Source: an optimization exercise on an open RTL-to-GDS flow (aim: small area and a short achievable clock period). Production flows keep margins and buffers that such runs may drop.
Where RTL was checked, it was by simulation tests only, not by an equivalence proof against the original.
The RTL of run 4 was laid out without a check of its function.
Power and IR drop assume default switching activity.

$ cat design/flow/constraint.sdc
create_clock -name core_clock -period 5.0 [get_ports {user_clock2_i}]
set_input_delay 1.0000 -clock core_clock [delete_from_list [all_inputs] [get_ports {user_clock2_i}]]
set_output_delay 1.0000 -clock core_clock [all_outputs]
set_load 0.01 [all_outputs]
$ cat design/flow/run.sh
#!/bin/bash
# synth_recipe.tcl (not shown) runs the flow's synth.tcl, then flattens the netlist and writes it again
# the make line also repeats each setting of config.mk as NAME=value (left out here)
make -C /OpenROAD-flow-scripts/flow DESIGN_CONFIG=/design/flow/config.mk WORK_HOME=/design/flow/orfs CLKGATE_MAP_FILE= SYNTH_SCRIPT=/design/flow/synth_recipe.tcl finish
$ cat design/flow/config.mk
export PLATFORM = sky130hd
export DESIGN_NAME = pattern_driver_top
export DESIGN_NICKNAME = pattern_driver_top
export VERILOG_FILES = /design/flow/design.v
export SDC_FILE = /design/flow/constraint.sdc
export NUM_CORES = 4
export LEC_CHECK = 0
export CAP_MARGIN = 20
export CORE_MARGIN = 2
export CORE_UTILIZATION = 55
export CTS_BUF_LIST = sky130_fd_sc_hd__clkbuf_16
export CTS_CLUSTER_DIAMETER = 100
export CTS_CLUSTER_SIZE = 25
export PLACE_DENSITY = 0.7
export SETUP_SLACK_MARGIN = 3.1
export SLEW_MARGIN = 20
export TNS_END_PERCENT = 5
$ cat design/flow/design.v
package pattern_driver_pkg;
  typedef enum logic [1:0] {
    CMD_NOP    = 2'd0,
    CMD_WRITE  = 2'd1,
    CMD_INVERT = 2'd2,
    CMD_ENABLE = 2'd3
  } cmd_e;
  typedef logic [6-1:0] mem_addr_t;
  typedef logic [$clog2(8)-1:0] driver_idx_t;
  typedef logic [1:0] entry_t;
endpackage
`timescale 1ns/1ps
module pin_sync (
  input  logic user_clock2_i,
  input  logic reset_i,
  input  logic sclk_i,
  input  logic mosi_i,
  input  logic ss_n_i,
  input  logic control_trigger_i,
  input  logic latch_data_i,
  output logic sclk_rise_o,
  output logic mosi_o,
  output logic ss_active_o,
  output logic ss_rise_o,
  output logic trigger_rise_o,
  output logic latch_rise_o
);
  localparam int SCLK_B = 0;
  localparam int MOSI_B = 1;
  localparam int SS_B   = 2;
  localparam int TRIG_B = 3;
  localparam int LATCH_B = 4;
  localparam logic [4:0] PIN_IDLE = 5'b00100;
  logic [4:0] pins_in;
  logic [4:0] stage_q [2+1];
  logic [4:0] cur;
  logic [4:0] prev;
  logic [4:0] rise;
  assign pins_in = {latch_data_i, control_trigger_i, ss_n_i, mosi_i, sclk_i};
  always_ff @(posedge user_clock2_i) begin
    if (reset_i) begin
      for (int i = 0; i <= 2; i++) stage_q[i] <= PIN_IDLE;
    end else begin
      stage_q[0] <= pins_in;
      for (int i = 1; i <= 2; i++) stage_q[i] <= stage_q[i-1];
    end
  end
  assign cur  = stage_q[2-1];
  assign prev = stage_q[2];
  assign rise = cur & ~prev;
  assign sclk_rise_o    = rise[SCLK_B];
  assign mosi_o         = cur[MOSI_B];
  assign ss_active_o    = ~cur[SS_B];
  assign ss_rise_o      = rise[SS_B];
  assign trigger_rise_o = rise[TRIG_B];
  assign latch_rise_o   = rise[LATCH_B];
endmodule
`timescale 1ns/1ps
module spi_frame_rx (
  input  logic                      user_clock2_i,
  input  logic                      reset_i,
  input  logic                      sclk_rise_i,
  input  logic                      mosi_i,
  input  logic                      ss_active_i,
  input  logic                      ss_rise_i,
  output logic                      frame_valid_o,
  output logic [24-1:0] frame_data_o
);
  localparam int CNT_W = $clog2(24 + 2);
  logic [10:0]      hdr_q;    
  logic [7:0]       data_q;   
  logic [CNT_W-1:0] bit_cnt_q;
  logic             frame_valid_q;
  logic             shift_en;
  assign shift_en = sclk_rise_i && ss_active_i;
  always_ff @(posedge user_clock2_i) begin
    if (shift_en) begin
      data_q <= {data_q[6:0], mosi_i};
    end
    if (shift_en && bit_cnt_q < CNT_W'(19)) begin
      hdr_q <= {hdr_q[9:0], data_q[7]};
    end
  end
  always_ff @(posedge user_clock2_i) begin
    if (reset_i) begin
      bit_cnt_q     <= '0;
      frame_valid_q <= 1'b0;
    end else begin
      frame_valid_q <= ss_rise_i && (bit_cnt_q == CNT_W'(24));
      if (ss_rise_i) begin
        bit_cnt_q <= '0;
      end else if (shift_en && bit_cnt_q != '1) begin
        bit_cnt_q <= bit_cnt_q + 1'b1;
      end
    end
  end
  assign frame_valid_o = frame_valid_q;
  assign frame_data_o  = {hdr_q, 5'b0, data_q};
endmodule
`timescale 1ns/1ps
module command_decoder (
  input  logic                              user_clock2_i,
  input  logic                              reset_i,
  input  logic                              frame_valid_i,
  input  logic [24-1:0]         frame_data_i,
  input  logic                              latch_rise_i,
  output logic [8-1:0]        mem_we_o,
  output logic [48-1:0]         row_o,
  output pattern_driver_pkg::entry_t        mem_wdata_o,
  output logic [8-1:0]        invert_mask_o,
  output logic                              enable_next_o
);
  localparam int NUM_DRV = 8;
  pattern_driver_pkg::cmd_e        cmd;
  pattern_driver_pkg::driver_idx_t idx;
  pattern_driver_pkg::mem_addr_t   addr;
  logic [NUM_DRV-1:0]              we_d;
  logic [NUM_DRV-1:0]              staged_mask_q;
  logic [NUM_DRV-1:0]              live_mask_q;
  logic                            enable_q;
  logic                            enable_d;
  assign cmd  = pattern_driver_pkg::cmd_e'(frame_data_i[23:22]);
  assign idx  = frame_data_i[21:19];
  assign addr = frame_data_i[18:13];
  logic [NUM_DRV-1:0] wcore_q;   
  logic [7:0]         wlo_q;     
  logic [5:0]         whi_q;     
  logic               fire;
  always_ff @(posedge user_clock2_i) begin
    for (int i = 0; i < NUM_DRV; i++)
      wcore_q[i] <= (cmd == pattern_driver_pkg::CMD_WRITE) && (idx == i);
    for (int i = 0; i < 8; i++) wlo_q[i] <= (addr[2:0] == i);
    for (int i = 0; i < 6; i++) whi_q[i] <= (addr[5:3] == i);
  end
  assign fire = frame_valid_i && !reset_i;
  always_comb begin
    for (int i = 0; i < NUM_DRV; i++) we_d[i] = fire && wcore_q[i];
    for (int k = 0; k < 48; k++) row_o[k] = whi_q[k/8] && wlo_q[k%8];
  end
  always_comb begin
    enable_d = enable_q;
    if (reset_i) enable_d = 1'b0;
    else if (frame_valid_i && cmd == pattern_driver_pkg::CMD_ENABLE) enable_d = frame_data_i[0];
  end
  always_ff @(posedge user_clock2_i) begin
    enable_q <= enable_d;
    if (reset_i) begin
      staged_mask_q <= '0;
      live_mask_q   <= '0;
    end else begin
      if (frame_valid_i && cmd == pattern_driver_pkg::CMD_INVERT) begin
        staged_mask_q <= frame_data_i[NUM_DRV-1:0];
      end
      if (latch_rise_i) begin
        live_mask_q <= staged_mask_q;
      end
    end
  end
  assign mem_we_o      = we_d;
  assign mem_wdata_o   = frame_data_i[1:0];
  assign invert_mask_o = live_mask_q;
  assign enable_next_o = enable_d;
endmodule
`timescale 1ns/1ps
module update_sequencer (
  input  logic                          user_clock2_i,
  input  logic                          reset_i,
  input  logic                          trigger_rise_i,
  output logic                          rd_en_o,
  output logic [48-1:0]     rd_sel_o,
  output logic                          update_cycle_complete_o
);
  localparam int LEN = 48;
  logic           busy_q;
  logic [LEN:0]   next_q;
  logic           complete_q;
  logic           busy_d;
  assign busy_d = !reset_i && (busy_q ? !next_q[LEN] : trigger_rise_i);
  always_ff @(posedge user_clock2_i) begin
    busy_q     <= busy_d;
    complete_q <= !reset_i && next_q[LEN];
    next_q     <= busy_d ? {next_q[LEN-1:0], 1'b0} : (LEN+1)'(1);
  end
  assign rd_en_o                 = busy_q;
  assign rd_sel_o                = next_q[LEN-1:0];
  assign update_cycle_complete_o = complete_q;
endmodule
`timescale 1ns/1ps
module driver_core #(
  parameter int MEM_LENGTH = 48
) (
  input  logic                          user_clock2_i,
  input  logic                          reset_i,
  input  logic                          we_i,
  input  logic [MEM_LENGTH-1:0]         row_i,
  input  pattern_driver_pkg::entry_t    wdata_i,
  input  logic                          rd_en_i,
  input  logic [MEM_LENGTH-1:0]         rd_sel_i,
  input  logic                          invert_i,
  input  logic                          enable_next_i,
  output pattern_driver_pkg::entry_t    driver_io_o
);
  pattern_driver_pkg::entry_t mem [MEM_LENGTH];
  pattern_driver_pkg::entry_t rd_lo;
  pattern_driver_pkg::entry_t rd_hi;
  pattern_driver_pkg::entry_t rd_lo_q;
  pattern_driver_pkg::entry_t rd_hi_q;
  pattern_driver_pkg::entry_t out_q;
  pattern_driver_pkg::entry_t out_d;
  pattern_driver_pkg::entry_t pin_q;
  for (genvar k = 0; k < MEM_LENGTH; k++) begin : gen_entry
    always_ff @(posedge user_clock2_i) begin
      if (we_i && row_i[k]) mem[k] <= wdata_i;
    end
  end
  always_comb begin
    rd_lo = '0;
    rd_hi = '0;
    for (int k = 0; k < MEM_LENGTH/2; k++) rd_lo |= mem[k] & {2{rd_sel_i[k]}};
    for (int k = MEM_LENGTH/2; k < MEM_LENGTH; k++) rd_hi |= mem[k] & {2{rd_sel_i[k]}};
  end
  always_comb begin
    if (reset_i) out_d = '0;
    else if (rd_en_i) out_d = (rd_lo_q | rd_hi_q) ^ {2{invert_i}};
    else out_d = out_q;
  end
  always_ff @(posedge user_clock2_i) begin
    rd_lo_q <= rd_lo;
    rd_hi_q <= rd_hi;
    out_q <= out_d;
    pin_q <= enable_next_i ? out_d : '0;
  end
  assign driver_io_o = pin_q;
endmodule
`timescale 1ns/1ps
module pattern_driver_top (
  input  logic                            user_clock2_i,
  input  logic                            reset_i,
  input  logic                            sclk_i,
  input  logic                            mosi_i,
  input  logic                            ss_n_i,
  input  logic                            control_trigger_i,
  input  logic                            latch_data_i,
  output logic [2*8-1:0]    driver_io_o,
  output logic                            update_cycle_complete_o
);
  localparam int MEM_LENGTH = 48;
  logic                          sclk_rise;
  logic                          mosi_s;
  logic                          ss_active;
  logic                          ss_rise;
  logic                          trigger_rise;
  logic                          latch_rise;
  logic                          frame_valid;
  logic [24-1:0]     frame_data;
  logic [8-1:0]    mem_we;
  logic [MEM_LENGTH-1:0]         wrow;
  pattern_driver_pkg::entry_t    mem_wdata;
  logic [8-1:0]    invert_mask;
  logic                          enable_next;
  logic                          rd_en;
  logic [MEM_LENGTH-1:0]         rd_sel;
  pin_sync pin_sync_i (
    .user_clock2_i     (user_clock2_i),
    .reset_i           (reset_i),
    .sclk_i            (sclk_i),
    .mosi_i            (mosi_i),
    .ss_n_i            (ss_n_i),
    .control_trigger_i (control_trigger_i),
    .latch_data_i      (latch_data_i),
    .sclk_rise_o       (sclk_rise),
    .mosi_o            (mosi_s),
    .ss_active_o       (ss_active),
    .ss_rise_o         (ss_rise),
    .trigger_rise_o    (trigger_rise),
    .latch_rise_o      (latch_rise)
  );
  spi_frame_rx spi_frame_rx_i (
    .user_clock2_i (user_clock2_i),
    .reset_i       (reset_i),
    .sclk_rise_i   (sclk_rise),
    .mosi_i        (mosi_s),
    .ss_active_i   (ss_active),
    .ss_rise_i     (ss_rise),
    .frame_valid_o (frame_valid),
    .frame_data_o  (frame_data)
  );
  command_decoder command_decoder_i (
    .user_clock2_i   (user_clock2_i),
    .reset_i         (reset_i),
    .frame_valid_i   (frame_valid),
    .frame_data_i    (frame_data),
    .latch_rise_i    (latch_rise),
    .mem_we_o        (mem_we),
    .row_o           (wrow),
    .mem_wdata_o     (mem_wdata),
    .invert_mask_o   (invert_mask),
    .enable_next_o   (enable_next)
  );
  update_sequencer update_sequencer_i (
    .user_clock2_i           (user_clock2_i),
    .reset_i                 (reset_i),
    .trigger_rise_i          (trigger_rise),
    .rd_en_o                 (rd_en),
    .rd_sel_o                (rd_sel),
    .update_cycle_complete_o (update_cycle_complete_o)
  );
  for (genvar n = 0; n < 8; n++) begin : gen_core
    driver_core #(
      .MEM_LENGTH (MEM_LENGTH)
    ) core_i (
      .user_clock2_i (user_clock2_i),
      .reset_i       (reset_i),
      .we_i          (mem_we[n]),
      .row_i         (wrow),
      .wdata_i       (mem_wdata),
      .rd_en_i       (rd_en),
      .rd_sel_i      (rd_sel),
      .invert_i      (invert_mask[n]),
      .enable_next_i (enable_next),
      .driver_io_o   (driver_io_o[2*n +: 2])
    );
  end
endmodule
==> impl_metrics.ini, run 1 <==
[sta]
tns_ns = 0
whs_ns = 0.430
finalWorstSetupSlack_ns = 2.91
worstMarginPinSlew_ns = 1.26
rsz0062_at_grt = true
hold_viol = 0
clock-skew-final_ns = 0.0413
fmax_ghz = 0.479
finalSetupViolCount = 0
slew_violations = 0
period_share = 0.417
slew_headroom = 0.156
finalCriticalPeriod_ns = 2.09

[worst_setup_path]
crit_slowest_cell = dfxtp_2
required_ns = 4.00
reg2reg_to = gen_core[7].core_i.rd_hi_q[1]
critical-path-top-delay-family = flip-flops
cp-start-kind = flop
critPathCapture = driver_io_o[4]
r2r-start = update_sequencer_i.next_q[47]
worstPathMaxFanout = 1
cp_num_buf_inv = 1
crit_chain = buf_6
crit_type = flop to primary output
cpPeakStageDelay_ns = 0.34
r2r_slack_ns = 2.97
cp.arrival_ns = 1.09
cp-startpoint = gen_core[2].core_i.pin_q[0]
cp-end-kind = primary output
cp.depth = 1
rr_worst_depth = 3

[synthesis]
synth.distinct_cells = 35
yosys-top-cells-count = 787 x edfxtp_1, 429 x nor2_1, 384 x a22oi_1, 174 x dfxtp_1, 97 x nand4_1
synth_edf_count = 787
syn-mean-instance-area_um2 = 14.9
ys_ff_latch = 961
synthCells = 2344
ys_warn_count = 7
synthFlopType = edfxtp_1
synth_area_leaders = edfxtp_1 68%, dfxtp_1 10%, a22oi_1 8.3%, nor2_1 4.6%, nand4_1 1.7%
synth_top_area_cell = edfxtp_1
seq_area_frac_synth = 0.778
syn_nets = 2354
synth.most_common_cell = edfxtp_1
async_flop_share = 0
netlist.area_leader.share = 0.678
mappedNetlistArea_um2 = 34900

[finish]
fin_nets = 2282
fill_cells = 4730
syn2layout_area_growth_pct = 6.19
final_layout_size_suffix_gt1_frac = 0.0500
layout.cells.non_filler = 3149
final_area_um2 = 37000

[placed_design]
dpl.hpwl_um = 53700
port-buffer-count = 23
placed_area_um2 = 35600
place_ws_ns = 2.06
gp_congestion = 0.849
place_inst = 3067

[routing]
drtIter0Drc = 3507
vias = 21148
totalWireLength_um = 94800
drc = 0
ant_nets = 0
viasPerCell = 6.72
dr.pass1.iters = 8
wl_per_cell_um = 30.1

[grt]
antenna_found_initial = 1
grt_use_met1 = 0.394
grtUsageMet3 = 0.0657
overflow = 0
met2_usage = 0.436
grt_pass1_wl_um = 134000
grt_pass1_vias = 20078
grt_start_max_net_pins = 272
busiest_layer = met2
grt_usage = 0.282

[floorplan]
rows = 92
die_width_um = 256
die_h_um = 256
pin_count = 24
start_util = 0.555
core_um2 = 62900
die-area_um2 = 65400

[clocking]
cts_buffers = 44
htree_num_levels = 2
clockBufferDepth = 3
hold_buffers = 0
cts_tree = done
cts_root_buffer = clkbuf_16
path_clk_slew_ns = 0.10
clock_latency_ns = 0.64
cts.sinks = 961

[job]
drv_cap = 0

[pwr]
pwr_density_cell_nw_per_um2 = 345
ir_drop_mv = 0.260
leakage_nw = 11.3

[run_status]
status = complete, no violations

[min_path]
min_path_type = flop to flop
[layout by cell type, fill, tap and decap left out, types with 4 or more instances in the layout]
| cell | Yosys | routed |
|---|---|---|
| edfxtp_1 | 787 | 787 |
| buf_2 | 87 | 11 |
| and2_1 | 48 | 48 |
| a31oi_1 | 16 | 16 |
| nand2b_1 | 23 | 23 |
| dfxtp_1 | 174 | 163 |
| mux2i_1 | 21 | 21 |
| nand4_1 | 97 | 97 |
| buf_4 | 1 | 15 |
| dfxtp_2 | 0 | 11 |
| nand3_1 | 17 | 17 |
| nand2_8 | 0 | 5 |
| nor3_1 | 5 | 5 |
| a311oi_1 | 16 | 16 |
| a22oi_1 | 384 | 384 |
| nand3b_1 | 4 | 4 |
| o21ai_0 | 17 | 17 |
| inv_1 | 4 | 31 |
| or3_1 | 32 | 32 |
| clkdlybuf4s50_1 | 0 | 5 |
| nor2b_1 | 20 | 20 |
| buf_6 | 0 | 8 |
| nand2_1 | 60 | 55 |
| nor2_1 | 429 | 428 |
| nor3b_1 | 6 | 6 |
| and3b_1 | 4 | 4 |
| clkbuf_16 | 0 | 47 |
[metal layers]
layer  vias up  wire length, um  share of wire
met1     10529            34900           0.37
met4         2             4130          0.044
met5         -               13        0.00014
met2      1560            43200           0.46
met3       265            12500           0.13
li1       8792                -              -
[logic make-up (layout without fill, tap and decap cells)]
kind of cell | Yosys count | after routing | share of synthesized area
DFF | 961 | 961 | 0.778
and+or+nand+nor | 756 | 756 | 0.101
AOI/OAI and AO/OA | 435 | 436 | 0.0927
buffers and inverters | 167 | 123 | 0.0213
muxes | 21 | 21 | 0.00603
adders and majority gates | 3 | 3 | 0.00108
xor gates and xnor gates | 1 | 1 | 0.000251
other | 0 | 2 | 0
[registers in the layout, indices dropped and copies added, names as in the netlist]
| register | flops |
|---|---|
| gen_core.core_i.pin_q | 16 |
| gen_core.core_i.rd_hi_q | 16 |
| update_sequencer_i.next_q | 49 |
| spi_frame_rx_i.data_q | 8 |
| spi_frame_rx_i.hdr_q | 11 |
| command_decoder_i.staged_mask_q | 8 |
| spi_frame_rx_i.bit_cnt_q | 5 |
| command_decoder_i.wcore_q | 8 |
| command_decoder_i.whi_q | 6 |
| command_decoder_i.live_mask_q | 8 |
| gen_core.core_i.out_q | 16 |
| command_decoder_i.wlo_q | 8 |
| update_sequencer_i.busy_q | 1 |
| command_decoder_i.enable_q | 1 |
| gen_core.core_i.mem | 768 |
| update_sequencer_i.complete_q | 1 |
| spi_frame_rx_i.frame_valid_q | 1 |
| gen_core.core_i.rd_lo_q | 16 |
| pin_sync_i.stage_q | 14 |
[report_power, final]
group | total (W) | internal, W | leakage, nW | switching (W)
clock | 0.00410 | 0.00169 | 0.725 | 0.00241
sequential | 0.00858 | 0.00856 | 8.64 | 0.0000221
combinational | 0.0000978 | 0.0000320 | 1.96 | 0.0000658
total | 0.0128 | 0.0103 | 11.3 | 0.00249
[worst min path at each step]
stage | start | slack, ns | to | cells past startpoint
after global routing | pin_sync_i.stage_q[0][2] | 0.45 | pin_sync_i.stage_q[1][2] | 1
after global placement | pin_sync_i.stage_q[1][1] | 0.39 | spi_frame_rx_i.data_q[0] | 0
final | pin_sync_i.stage_q[1][1] | 0.43 | spi_frame_rx_i.data_q[0] | 0
after floorplan | pin_sync_i.stage_q[1][1] | 0.39 | spi_frame_rx_i.data_q[0] | 0
after detailed placement | pin_sync_i.stage_q[1][1] | 0.41 | spi_frame_rx_i.data_q[0] | 0
after CTS | pin_sync_i.stage_q[1][1] | 0.43 | spi_frame_rx_i.data_q[0] | 0
[through the flow]
step / power [W] / util
global route: 0.0130 / 0.589
CTS: 0.0128 / 0.587
finish: 0.0128 / 0.589
global placement: 0.00885 / 0.567
floorplan: 0.00881 / -
detailed placement: 0.00885 / 0.567
[layout make-up]
cell class | count | area (um^2) | share of cell area
Tap cell | 846 | 1060 | 0.0286
Inverter | 4 | 15.0 | 0.000405
Multi-Input combinational cell | 1217 | 7110 | 0.192
Clock inverter | 29 | 134 | 0.00362
Timing Repair Buffer | 44 | 428 | 0.0116
Sequential cell | 961 | 27100 | 0.733
Clock buffer | 46 | 1150 | 0.0311
Antenna cell | 2 | 5.00 | 0.000135
[what timing repair did]
| action | CTS | global route |
|---|---|---|
| cloned | 0 | 2 |
| resized for setup | 91 | 4 |
| buffers inserted | 0 | 2 |
| setup endpoints to repair | 777 | 943 |
| pin swaps | 0 | 0 |
| endpoints found under the hold margin | 0 | 0 |
==> run 2: changes to the inputs <==
--- a/design/flow/config.mk
+++ b/design/flow/config.mk
@@ -14,3 +14,3 @@
 export PLACE_DENSITY = 0.7
-export SETUP_SLACK_MARGIN = 3.1
+export SETUP_SLACK_MARGIN = 3.0
 export SLEW_MARGIN = 20
==> impl_metrics.ini, run 2 <==
[worst_setup_path]
crit_slowest_cell = dfxtp_2
crit_type = flop to primary output
cpPeakStageDelay_ns = 0.35
critical-path-top-delay-family = flip-flops
cp.arrival_ns = 1.10
worstPathMaxFanout = 1
required_ns = 4.00
crit_chain = clkbuf_2
cp-start-kind = flop
cp-end-kind = primary output
cp_num_buf_inv = 1

[pwr]
p_sw_w = 0.00248
leakage_nw = 11.3
pwr-share-clk = 0.320
p_comb_frac = 0.008
pwr_density_cell_nw_per_um2 = 345
ir_drop_mv = 0.261
p_int_w = 0.0103
switching_share = 0.194
seqPwrFrac = 0.673

[synthesis]
async_flop_share = 0
syn_nets = 2354
synth_top_area_cell = edfxtp_1
synth.most_common_cell = edfxtp_1
netlist.area_leader.share = 0.678
synth_edf_count = 787
synth.distinct_cells = 35
ys_warn_count = 7
syn-mean-instance-area_um2 = 14.9
seq_area_frac_synth = 0.778
synth_area_leaders = edfxtp_1 68%, dfxtp_1 10%, a22oi_1 8.3%, nor2_1 4.6%, nand4_1 1.7%
mappedNetlistArea_um2 = 34900
synthFlopType = edfxtp_1
synthCells = 2344
yosys-top-cells-count = 787 x edfxtp_1, 429 x nor2_1, 384 x a22oi_1, 174 x dfxtp_1, 97 x nand4_1
ys_ff_latch = 961

[floorplan]
core_um2 = 62900
die_width_um = 256
pin_count = 24
die-area_um2 = 65400
rows = 92
die_h_um = 256
start_util = 0.555

[clocking]
clock_latency_ns = 0.64
htree_num_levels = 2
postCtsSetupBuffers = 0
hold_buffers = 0
path_clk_slew_ns = 0.10
cts_tree = done
clockBufferDepth = 3
cts.sinks = 961
cts_root_buffer = clkbuf_16
cts_buffers = 44

[placed_design]
port-buffer-count = 23
place_ws_ns = 2.06
gp_congestion = 0.849
dpl.hpwl_um = 53700

[finish]
final_layout_size_suffix_gt1_frac = 0.0483
final_common_cell = edfxtp_1
final_cell_mix = 787 x edfxtp_1, 429 x nor2_1, 384 x a22oi_1, 163 x dfxtp_1, 97 x nand4_1
syn2layout_area_growth_pct = 6.03
largest-register = gen_core.core_i.mem
fin_nets = 2279
largest_register_ffs = 768
top_regs = gen_core.core_i.mem x768, update_sequencer_i.next_q x49

[sta]
slew_headroom = 0.157
hold_viol = 0
finalCriticalPeriod_ns = 2.10
worstMarginPinSlew_ns = 1.26
whs_ns = 0.432
clock-skew-final_ns = 0.0448
slew_violations = 0
period_share = 0.421
finalWorstSetupSlack_ns = 2.90
fmax_ghz = 0.475
finalSetupViolCount = 0
rsz0062_at_grt = true

[run_status]
status = complete, no violations

[routing]
ant_nets = 0
drtIter0Drc = 3743
drc = 0
dr.pass1.iters = 6
totalWireLength_um = 94200
vias = 21112
viasPerCell = 6.71
wl_per_cell_um = 30.0

[grt]
busiest_layer = met2
met2_usage = 0.436
grt_pass1_wl_um = 134000
antenna_found_initial = 1
grtUsageMet3 = 0.0647
grt_pass1_vias = 20044
grt_use_met1 = 0.394
grt_start_max_net_pins = 272
overflow = 0
grt_usage = 0.282

[min_path]
min_path_type = flop to flop

[job]
drv_cap = 0
## run 2: timing repair
item                       CTS  global route
gates cloned                 0             1
resized for setup           77            14
setup endpoints to repair  707           806
## run 2: area by class of cell
| cell class | instances | area [um^2] |
|---|---|---|
| Antenna cell | 1 | 2.50 |
| Clock buffer | 46 | 1150 |
| Clock inverter | 29 | 134 |
| Fill cell | 4738 | 25900 |
| Inverter | 4 | 15.0 |
| Multi-Input combinational cell | 1217 | 7100 |
| Sequential cell | 961 | 27100 |
| Tap cell | 846 | 1060 |
| Timing Repair Buffer | 41 | 378 |
## run 2: final timing paths
check,start,end,slack [ns],depth (start not counted)
max,gen_core[2].core_i.pin_q[0],driver_io_o[4],2.90,1
min,pin_sync_i.stage_q[1][1],spi_frame_rx_i.data_q[0],0.43,0
max reg2reg,spi_frame_rx_i.frame_valid_q,gen_core[5].core_i.mem[11][1],2.95,5
min reg2reg,pin_sync_i.stage_q[1][1],spi_frame_rx_i.data_q[0],0.43,0
## run 2: cells by family (layout without fill, tap and decap cells)
group | after synthesis | in the layout | synth area share
other | 0 | 1 | 0
multiplexers | 21 | 21 | 0.00603
adder cells (fa/ha/maj) | 3 | 3 | 0.00108
XOR/XNOR | 1 | 1 | 0.000251
buffers and inverters | 167 | 120 | 0.0213
flip-flops | 961 | 961 | 0.778
AND/OR/NAND/NOR | 756 | 756 | 0.101
AO/OA/AOI/OAI | 435 | 436 | 0.0927
## run 2: worst reg2reg max path: stages, from the launching register on
cell     delay, ns
dfxtp_1       0.41
nor2b_1       0.22
buf_4         0.36
nand2_1       0.12
buf_4         0.30
nor2_1        0.33
## run 2: layer usage
metal,up-vias,part of all wire
li1,8785,-
met1,10582,0.37
met2,1500,0.46
met3,243,0.13
met4,2,0.042
met5,-,0.00014
## run 2: power by group through the flow
stage | Sequential [W] | Combinational [W] | Clock [W]
final | 0.00858 | 0.0000957 | 0.00408
after detailed placement | 0.00876 | 0.0000915 | 0
after global routing | 0.00858 | 0.000103 | 0.00436
after global placement | 0.00876 | 0.0000884 | 0
after CTS | 0.00858 | 0.0000914 | 0.00409
after floorplan | 0.00876 | 0.0000567 | 0
## run 2: metrics by stage
| stage | cell area, um^2 | total power [W] | utilization | setup TNS, ns | cells |
|---|---|---|---|---|---|
| after floorplan | 34900 | 0.00881 | - | -686.80 | 2344 |
| after global routing | 37000 | 0.0130 | 0.588 | 0 | 3144 |
| after detailed placement | 35600 | 0.00885 | 0.567 | 0 | 3067 |
| after global placement | 35600 | 0.00885 | 0.567 | 0 | 3067 |
| after CTS | 36900 | 0.0128 | 0.586 | 0 | 3142 |
| final | 37000 | 0.0128 | 0.588 | 0 | 3145 |
==> run 3: changes to the inputs <==
--- a/design/flow/config.mk
+++ b/design/flow/config.mk
@@ -14,3 +14,3 @@
 export PLACE_DENSITY = 0.7
-export SETUP_SLACK_MARGIN = 3.0
+export SETUP_SLACK_MARGIN = 3.2
 export SLEW_MARGIN = 20
==> impl_metrics.ini, run 3 <==
[synthesis]
synthFlopType = edfxtp_1
syn-mean-instance-area_um2 = 14.9
synth_fa_ha_area_frac = 0.00108
synth_top_family_by_area = simple AND/OR/NAND/NOR gates
ys_ff_latch = 961
synth.most_common_cell = edfxtp_1
syn_nets = 2354
synth_compound_area_frac = 0.0927
async_flop_share = 0
synth.distinct_cells = 35
synth_top_area_cell = edfxtp_1
yosys.area_share.simple = 0.101
synth_xor_area_frac = 0.000251
seq_area_frac_synth = 0.778
muxShareOfSynthArea = 0.00603
synth_area_leaders = edfxtp_1 68%, dfxtp_1 10%, a22oi_1 8.3%, nor2_1 4.6%, nand4_1 1.7%
yosys-top-cells-count = 787 x edfxtp_1, 429 x nor2_1, 384 x a22oi_1, 174 x dfxtp_1, 97 x nand4_1
synthCells = 2344
ys_warn_count = 7
mappedNetlistArea_um2 = 34900
synth_edf_count = 787
netlist.area_leader.share = 0.678

[worst_setup_path]
r2r_slack_ns = 2.97
cp_num_buf_inv = 1
rr_worst_depth = 3
reg2reg_to = gen_core[4].core_i.rd_hi_q[1]
crit_type = flop to primary output
required_ns = 4.00
cp-start-kind = flop
cpPeakStageDelay_ns = 0.34
cp.arrival_ns = 1.09
worstPathMaxFanout = 1
crit_slowest_cell = dfxtp_2
crit_chain = buf_6
critical-path-top-delay-family = flip-flops
r2r-start = update_sequencer_i.next_q[39]
cp-end-kind = primary output

[clocking]
clock_latency_ns = 0.64
hold_buffers = 0
clockBufferDepth = 3
cts.sinks = 961
htree_num_levels = 2
cts_tree = done
cts_buffers = 44
cts_root_buffer = clkbuf_16
path_clk_slew_ns = 0.10

[sta]
rsz0062_at_grt = true
finalWorstSetupSlack_ns = 2.91
slew_headroom = 0.166
worstMarginPinSlew_ns = 1.25
fmax_ghz = 0.478
slew_violations = 0
whs_ns = 0.433
hold_viol = 0
clock-skew-final_ns = 0.0396
period_share = 0.418
finalSetupViolCount = 0
finalCriticalPeriod_ns = 2.09

[routing]
ant_nets = 0
drc = 0
totalWireLength_um = 94900
viasPerCell = 6.70
vias = 21105
wl_per_cell_um = 30.1
drtIter0Drc = 3714
dr.pass1.iters = 7

[floorplan]
core_um2 = 62900
die_h_um = 256
die_width_um = 256
pin_count = 24
start_util = 0.555
die-area_um2 = 65400
rows = 92

[finish]
multi_input_area_um2 = 7160
layout.cells.non_filler = 3151
top_regs = gen_core.core_i.mem x768, update_sequencer_i.next_q x49
fill_cells = 4721
fin_nets = 2285
final_cell_mix = 787 x edfxtp_1, 413 x nor2_1, 384 x a22oi_1, 163 x dfxtp_1, 97 x nand4_1
final_common_cell = edfxtp_1
largest-register = gen_core.core_i.mem
fin_util = 0.590
syn2layout_area_growth_pct = 6.40
seq_area_um2 = 27100
largest_register_ffs = 768
final_layout_size_suffix_gt1_frac = 0.0577

[grt]
grt_pass1_vias = 20160
antenna_found_initial = 3
grt_pass1_wl_um = 135000
grt_start_max_net_pins = 272
grt_usage = 0.283
overflow = 0

[pwr]
p_comb_frac = 0.008
p_sw_w = 0.00249
p_int_w = 0.0103
switching_share = 0.195
pwr-share-clk = 0.321
pwr_density_cell_nw_per_um2 = 344
leakage_nw = 11.4
ir_drop_mv = 0.261
seqPwrFrac = 0.672

[placed_design]
gp_congestion = 0.849
place_ws_ns = 2.06
place_inst = 3067
port-buffer-count = 23
dpl.hpwl_um = 53700

[min_path]
whs_path_depth = 0
hold_end = spi_frame_rx_i.data_q[0]
min_path_type = flop to flop
worstHoldStart = pin_sync_i.stage_q[1][1]

[run_status]
status = complete, no violations

[job]
drv_cap = 0
-- run 3: worst register-to-register path, delay by kind of cell (launching register included) --
family / cells / cell delay (ns)
DFF: 1 / 0.73
and+or+nand+nor: 2 / 0.69
AOI/OAI and AO/OA: 1 / 0.45
-- run 3: how the worst max path moves through the flow --
stage | end | depth (start not counted) | start | slack [ns]
finish | driver_io_o[4] | 1 | gen_core[2].core_i.pin_q[0] | 2.91
detailed placement | gen_core[1].core_i.mem[16][0] | 5 | reset_i | 2.06
floorplan | gen_core[2].core_i.pin_q[1] | 3 | spi_frame_rx_i.data_q[0] | -1.54
global route | driver_io_o[4] | 1 | gen_core[2].core_i.pin_q[0] | 2.87
global placement | gen_core[7].core_i.mem[31][0] | 5 | reset_i | 2.12
CTS | driver_io_o[4] | 1 | gen_core[2].core_i.pin_q[0] | 2.88
-- run 3: repair_timing --
item,CTS,global route
endpoints found under the setup margin,1017,1141
resized for setup,109,1
pin swaps,1,0
cloned,1,2
setup buffers,4,0
-- run 3: layout make-up --
class,instances,share of cell area
Antenna cell,1,0.0000674
Clock buffer,46,0.0310
Clock inverter,29,0.00361
Inverter,4,0.000405
Multi-Input combinational cell,1218,0.193
Sequential cell,961,0.731
Tap cell,846,0.0285
Timing Repair Buffer,46,0.0123
-- run 3: cell families (layout without fill, tap and decap cells) --
| kind of cell | after synthesis | in the layout |
|---|---|---|
| flip-flops | 961 | 961 |
| AND/OR/NAND/NOR | 756 | 757 |
| AO/OA/AOI/OAI | 435 | 436 |
| buffers and inverters | 167 | 125 |
| multiplexers | 21 | 21 |
| adder cells (fa/ha/maj) | 3 | 3 |
| XOR/XNOR | 1 | 1 |
| other | 0 | 1 |
-- run 3: through the flow --
stage / total power (W) / TNS (ns) / instance area [um^2]
4_1_cts: 0.0128 / 0 / 37000
3_5_place_dp: 0.00885 / 0 / 35600
5_1_grt: 0.0130 / 0 / 37100
6_report: 0.0128 / 0 / 37100
3_3_place_gp: 0.00885 / 0 / 35600
2_1_floorplan: 0.00881 / -686.80 / 34900
-- run 3: power groups by stage --
stage	clock (W)	combinational (W)	sequential (W)
floorplan	0	0.0000567	0.00876
global placement	0	0.0000884	0.00876
detailed placement	0	0.0000915	0.00876
CTS	0.00409	0.0000915	0.00858
global route	0.00436	0.000104	0.00858
finish	0.00409	0.0000966	0.00858
-- run 3: metal layers --
metal | global-route usage | share of wire | wire length [um] | vias to the layer above
li1 | - | - | - | 8789
met1 | 0.394 | 0.37 | 35100 | 10549
met2 | 0.436 | 0.46 | 43200 | 1514
met3 | 0.0686 | 0.13 | 12400 | 251
met4 | 0.111 | 0.044 | 4160 | 2
met5 | 0 | 0.00014 | 13 | -
==> run 4: changes to the inputs <==
--- a/design/flow/design.v
+++ b/design/flow/design.v
@@ -169,18 +169,29 @@
   output logic                          rd_en_o,
-  output logic [48-1:0]     rd_sel_o,
+  output logic [7:0]                    rd_lo_o,
+  output logic [5:0]                    rd_hi_o,
   output logic                          update_cycle_complete_o
 );
-  localparam int LEN = 48;
-  logic           busy_q;
-  logic [LEN:0]   next_q;
-  logic           complete_q;
-  logic           busy_d;
-  assign busy_d = !reset_i && (busy_q ? !next_q[LEN] : trigger_rise_i);
+  logic       busy_q;
+  logic [7:0] lo_q;
+  logic [5:0] hi_q;
+  logic       last_q;       
+  logic       complete_q;
+  logic       busy_d;
+  assign busy_d = !reset_i && (busy_q ? !last_q : trigger_rise_i);
   always_ff @(posedge user_clock2_i) begin
     busy_q     <= busy_d;
-    complete_q <= !reset_i && next_q[LEN];
-    next_q     <= busy_d ? {next_q[LEN-1:0], 1'b0} : (LEN+1)'(1);
+    complete_q <= !reset_i && last_q;
+    if (busy_d) begin
+      lo_q   <= {lo_q[6:0], lo_q[7]};
+      if (lo_q[7]) hi_q <= {hi_q[4:0], 1'b0};
+      last_q <= lo_q[7] && hi_q[5];
+    end else begin
+      lo_q   <= 8'd1;
+      hi_q   <= 6'd1;
+      last_q <= 1'b0;
+    end
   end
   assign rd_en_o                 = busy_q;
-  assign rd_sel_o                = next_q[LEN-1:0];
+  assign rd_lo_o                 = lo_q;
+  assign rd_hi_o                 = hi_q;
   assign update_cycle_complete_o = complete_q;
@@ -197,3 +208,4 @@
   input  logic                          rd_en_i,
-  input  logic [MEM_LENGTH-1:0]         rd_sel_i,
+  input  logic [7:0]                    rd_lo_i,
+  input  logic [5:0]                    rd_hi_i,
   input  logic                          invert_i,
@@ -218,4 +230,4 @@
     rd_hi = '0;
-    for (int k = 0; k < MEM_LENGTH/2; k++) rd_lo |= mem[k] & {2{rd_sel_i[k]}};
-    for (int k = MEM_LENGTH/2; k < MEM_LENGTH; k++) rd_hi |= mem[k] & {2{rd_sel_i[k]}};
+    for (int k = 0; k < MEM_LENGTH/2; k++) rd_lo |= mem[k] & {2{rd_hi_i[k/8] && rd_lo_i[k%8]}};
+    for (int k = MEM_LENGTH/2; k < MEM_LENGTH; k++) rd_hi |= mem[k] & {2{rd_hi_i[k/8] && rd_lo_i[k%8]}};
   end
@@ -261,3 +273,4 @@
   logic                          rd_en;
-  logic [MEM_LENGTH-1:0]         rd_sel;
+  logic [7:0]                    rd_lo;
+  logic [5:0]                    rd_hi;
   pin_sync pin_sync_i (
@@ -304,3 +317,4 @@
     .rd_en_o                 (rd_en),
-    .rd_sel_o                (rd_sel),
+    .rd_lo_o                 (rd_lo),
+    .rd_hi_o                 (rd_hi),
     .update_cycle_complete_o (update_cycle_complete_o)
@@ -317,3 +331,4 @@
       .rd_en_i       (rd_en),
-      .rd_sel_i      (rd_sel),
+      .rd_lo_i       (rd_lo),
+      .rd_hi_i       (rd_hi),
       .invert_i      (invert_mask[n]),
--- a/design/flow/config.mk
+++ b/design/flow/config.mk
@@ -14,3 +14,3 @@
 export PLACE_DENSITY = 0.7
-export SETUP_SLACK_MARGIN = 3.2
+export SETUP_SLACK_MARGIN = 3.1
 export SLEW_MARGIN = 20
==> impl_metrics.ini, run 4 <==
[finish]
final_common_cell = edfxtp_1
largest_register_ffs = 768
largest-register = gen_core.core_i.mem
fill_cells = 4620
syn2layout_area_growth_pct = 7.12
diodes = 0
final_layout_size_suffix_gt1_frac = 0.0646
fin_nets = 2315
final_area_um2 = 36900
layout.cells.non_filler = 3176
seq_area_um2 = 26500
multi_input_area_um2 = 7230
final_cell_mix = 787 x edfxtp_1, 424 x nor2_1, 277 x a22oi_1, 123 x dfxtp_1, 100 x nand3_1

[placed_design]
port-buffer-count = 23
gp_congestion = 0.831
dpl.hpwl_um = 47400
place_ws_ns = 2.28
placed_area_um2 = 35300
place_inst = 3079

[worst_setup_path]
cp_num_buf_inv = 1
rr_worst_depth = 5
crit_type = flop to primary output
cp.arrival_ns = 1.06
reg2reg_to = gen_core[0].core_i.rd_lo_q[1]
cp-start-kind = flop
cp.depth = 1
cp-end-kind = primary output
cpPeakStageDelay_ns = 0.32
crit_slowest_cell = dfxtp_2
crit_chain = buf_2
critical-path-top-delay-family = flip-flops
r2r-start = update_sequencer_i.lo_q[7]
worstPathMaxFanout = 1
required_ns = 4.00
r2r_slack_ns = 2.95

[routing]
vias = 20983
totalWireLength_um = 90500
drtIter0Drc = 3602
viasPerCell = 6.61
ant_nets = 0
wl_per_cell_um = 28.5
dr.pass1.iters = 6
drc = 0

[floorplan]
start_util = 0.556
die_width_um = 254
die-area_um2 = 64600
pin_count = 24
core_um2 = 61800
rows = 91
die_h_um = 254

[grt]
grt_pass1_vias = 20260
met2_usage = 0.443
grt_use_met1 = 0.398
grt_pass1_wl_um = 131000
grt_start_max_net_pins = 232
busiest_layer = met2
antenna_found_initial = 1
grt_usage = 0.282
grtUsageMet3 = 0.0572
overflow = 0

[sta]
tns_ns = 0
hold_viol = 0
fmax_ghz = 0.486
finalWorstSetupSlack_ns = 2.94
worstMarginPinSlew_ns = 0.948
clock-skew-final_ns = 0.0344
rsz0062_at_grt = true
slew_violations = 0
period_share = 0.411
slew_headroom = 0.366
finalCriticalPeriod_ns = 2.06
finalSetupViolCount = 0

[synthesis]
mappedNetlistArea_um2 = 34400
async_flop_share = 0
netlist.area_leader.share = 0.687
synth_area_leaders = edfxtp_1 69%, dfxtp_1 8.1%, a22oi_1 6.0%, nor2_1 4.6%, a222oi_1 1.7%
synth.distinct_cells = 46
syn-mean-instance-area_um2 = 14.6
ys_ff_latch = 927
synth_top_area_cell = edfxtp_1
synth.most_common_cell = edfxtp_1
synthFlopType = edfxtp_1
synth_edf_count = 787
synthCells = 2350
yosys-top-cells-count = 787 x edfxtp_1, 425 x nor2_1, 277 x a22oi_1, 140 x dfxtp_1, 103 x nand2_1
syn_nets = 2360
seq_area_frac_synth = 0.768
ys_warn_count = 7

[min_path]
min_path_type = flop to flop
hold_end = spi_frame_rx_i.data_q[0]
whs_path_depth = 0
worstHoldStart = pin_sync_i.stage_q[1][1]

[clocking]
clockBufferDepth = 3
clock_latency_ns = 0.62
cts_buffers = 43
cts_tree = done
cts.sinks = 927
cts_root_buffer = clkbuf_16
path_clk_slew_ns = 0.10
htree_num_levels = 2

[pwr]
seqPwrFrac = 0.666
p_comb_frac = 0.014
switching_share = 0.197
p_int_w = 0.0100
ir_drop_mv = 0.213
p_sw_w = 0.00246
pwr-share-clk = 0.320
pwr_density_cell_nw_per_um2 = 338
leakage_nw = 11.4

[job]
drv_cap = 0

[run_status]
status = complete, no violations
==> run 4: changes by cell type in the layout (fill, tap and decap cells not counted), sizes merged, moves of 15 or more <==
cell | previous run | this run
a22oi | 384 | 277
dfxtp | 174 | 140
a22o | 0 | 46
nand2 | 61 | 103
inv | 32 | 47
nand4 | 97 | 30
a311oi | 16 | 0
a21oi | 2 | 21
and2 | 48 | 27
a222oi | 0 | 60
or3 | 32 | 16
nand3 | 17 | 100
buf | 40 | 70
==> run 4: logic make-up (layout without fill, tap and decap cells) <==
group,Yosys count,count (layout),synth area share
compound gates,451,451,0.102
xor+xnor,3,3,0.000764
fa+ha+maj,3,3,0.00109
buf+inv,179,168,0.0231
flops,927,927,0.768
mux,22,22,0.00640
simple gates,765,765,0.0978
==> run 4: worst max-delay path by stage <==
stage,start,end,slack [ns]
floorplan,spi_frame_rx_i.data_q[0],gen_core[0].core_i.mem[0][0],-0.87
finish,update_sequencer_i.complete_q,update_cycle_complete_o,2.94
global placement,reset_i,gen_core[3].core_i.mem[32][0],2.33
CTS,gen_core[4].core_i.pin_q[1],driver_io_o[9],2.92
global route,gen_core[1].core_i.pin_q[1],driver_io_o[3],2.91
detailed placement,reset_i,gen_core[3].core_i.mem[35][0],2.28
==> run 4: metrics by stage <==
| step | hold WS, ns | util | total power, W |
|---|---|---|---|
| 2_1_floorplan | 0.386 | - | 0.00858 |
| 3_3_place_gp | 0.388 | 0.571 | 0.00863 |
| 3_5_place_dp | 0.398 | 0.571 | 0.00864 |
| 4_1_cts | 0.426 | 0.594 | 0.0125 |
| 5_1_grt | 0.444 | 0.596 | 0.0127 |
| 6_report | 0.422 | 0.596 | 0.0125 |
==> run 4: power groups by stage <==
stage | Combinational, W | Clock [W] | Sequential (W)
2_1_floorplan | 0.000101 | 0 | 0.00848
3_3_place_gp | 0.000146 | 0 | 0.00849
3_5_place_dp | 0.000148 | 0 | 0.00849
4_1_cts | 0.000171 | 0.00401 | 0.00830
5_1_grt | 0.000186 | 0.00426 | 0.00831
6_report | 0.000174 | 0.00398 | 0.00830
==> run 4: layout make-up <==
| cell class | instances | share of cell area |
|---|---|---|
| flip-flops and latches | 927 | 0.718 |
| clock inverters | 34 | 0.00401 |
| well taps | 837 | 0.0284 |
| multi-input cells | 1244 | 0.196 |
| clock buffers | 45 | 0.0306 |
| inverters | 14 | 0.00146 |
| repair buffers | 75 | 0.0211 |
==> run 4: repair_timing <==
action / CTS / global route
hold buffers: 0 / 0
endpoints found under the setup margin: 441 / 630
buffers inserted: 14 / 4
pin swaps: 0 / 3
resized for setup: 83 / 19
==> run 4: metal layers <==
metal  vias up  routed length, um
li1       8926                  -
met1     10507              34300
met2      1368              42200
met3       182              11000
met4         0               2970
met5         -                  0

## static timing again, ports no longer ideal
Ports are ideal in the flow. The routed layouts listed here were re-timed in OpenROAD.
Step 1 sets driving cells, clkbuf_16 on the clock port and buf_2 on the other inputs (assumed; they add their load-dependent delay and slew).
Step 2 adds t to the input delays and takes it off the output delays; t is the mean of the earliest and latest rising clock arrival at the registers after step 1. Input paths then give back, and output paths get back, about the clock's delay inside the block.
Slacks: ideal / step 1 / step 2; pairs: ideal / step 1.
run | shift t [ns] | slack for setup (ns) | worst setup path after step 2
run 1 | 0.689 | 2.913 / 2.843 / 2.354 | input to register
run 2 | 0.692 | 2.896 / 2.825 / 2.281 | input to register
run 3 | 0.691 | 2.910 / 2.842 / 2.447 | input to register
run 4 | 0.663 | 2.944 / 2.885 / 2.440 | input to register
After both steps setup and hold are still met in every run listed. The setup slack of run 2, which loses most, moves by -0.071 ns with the drivers and by -0.615 ns with both steps.
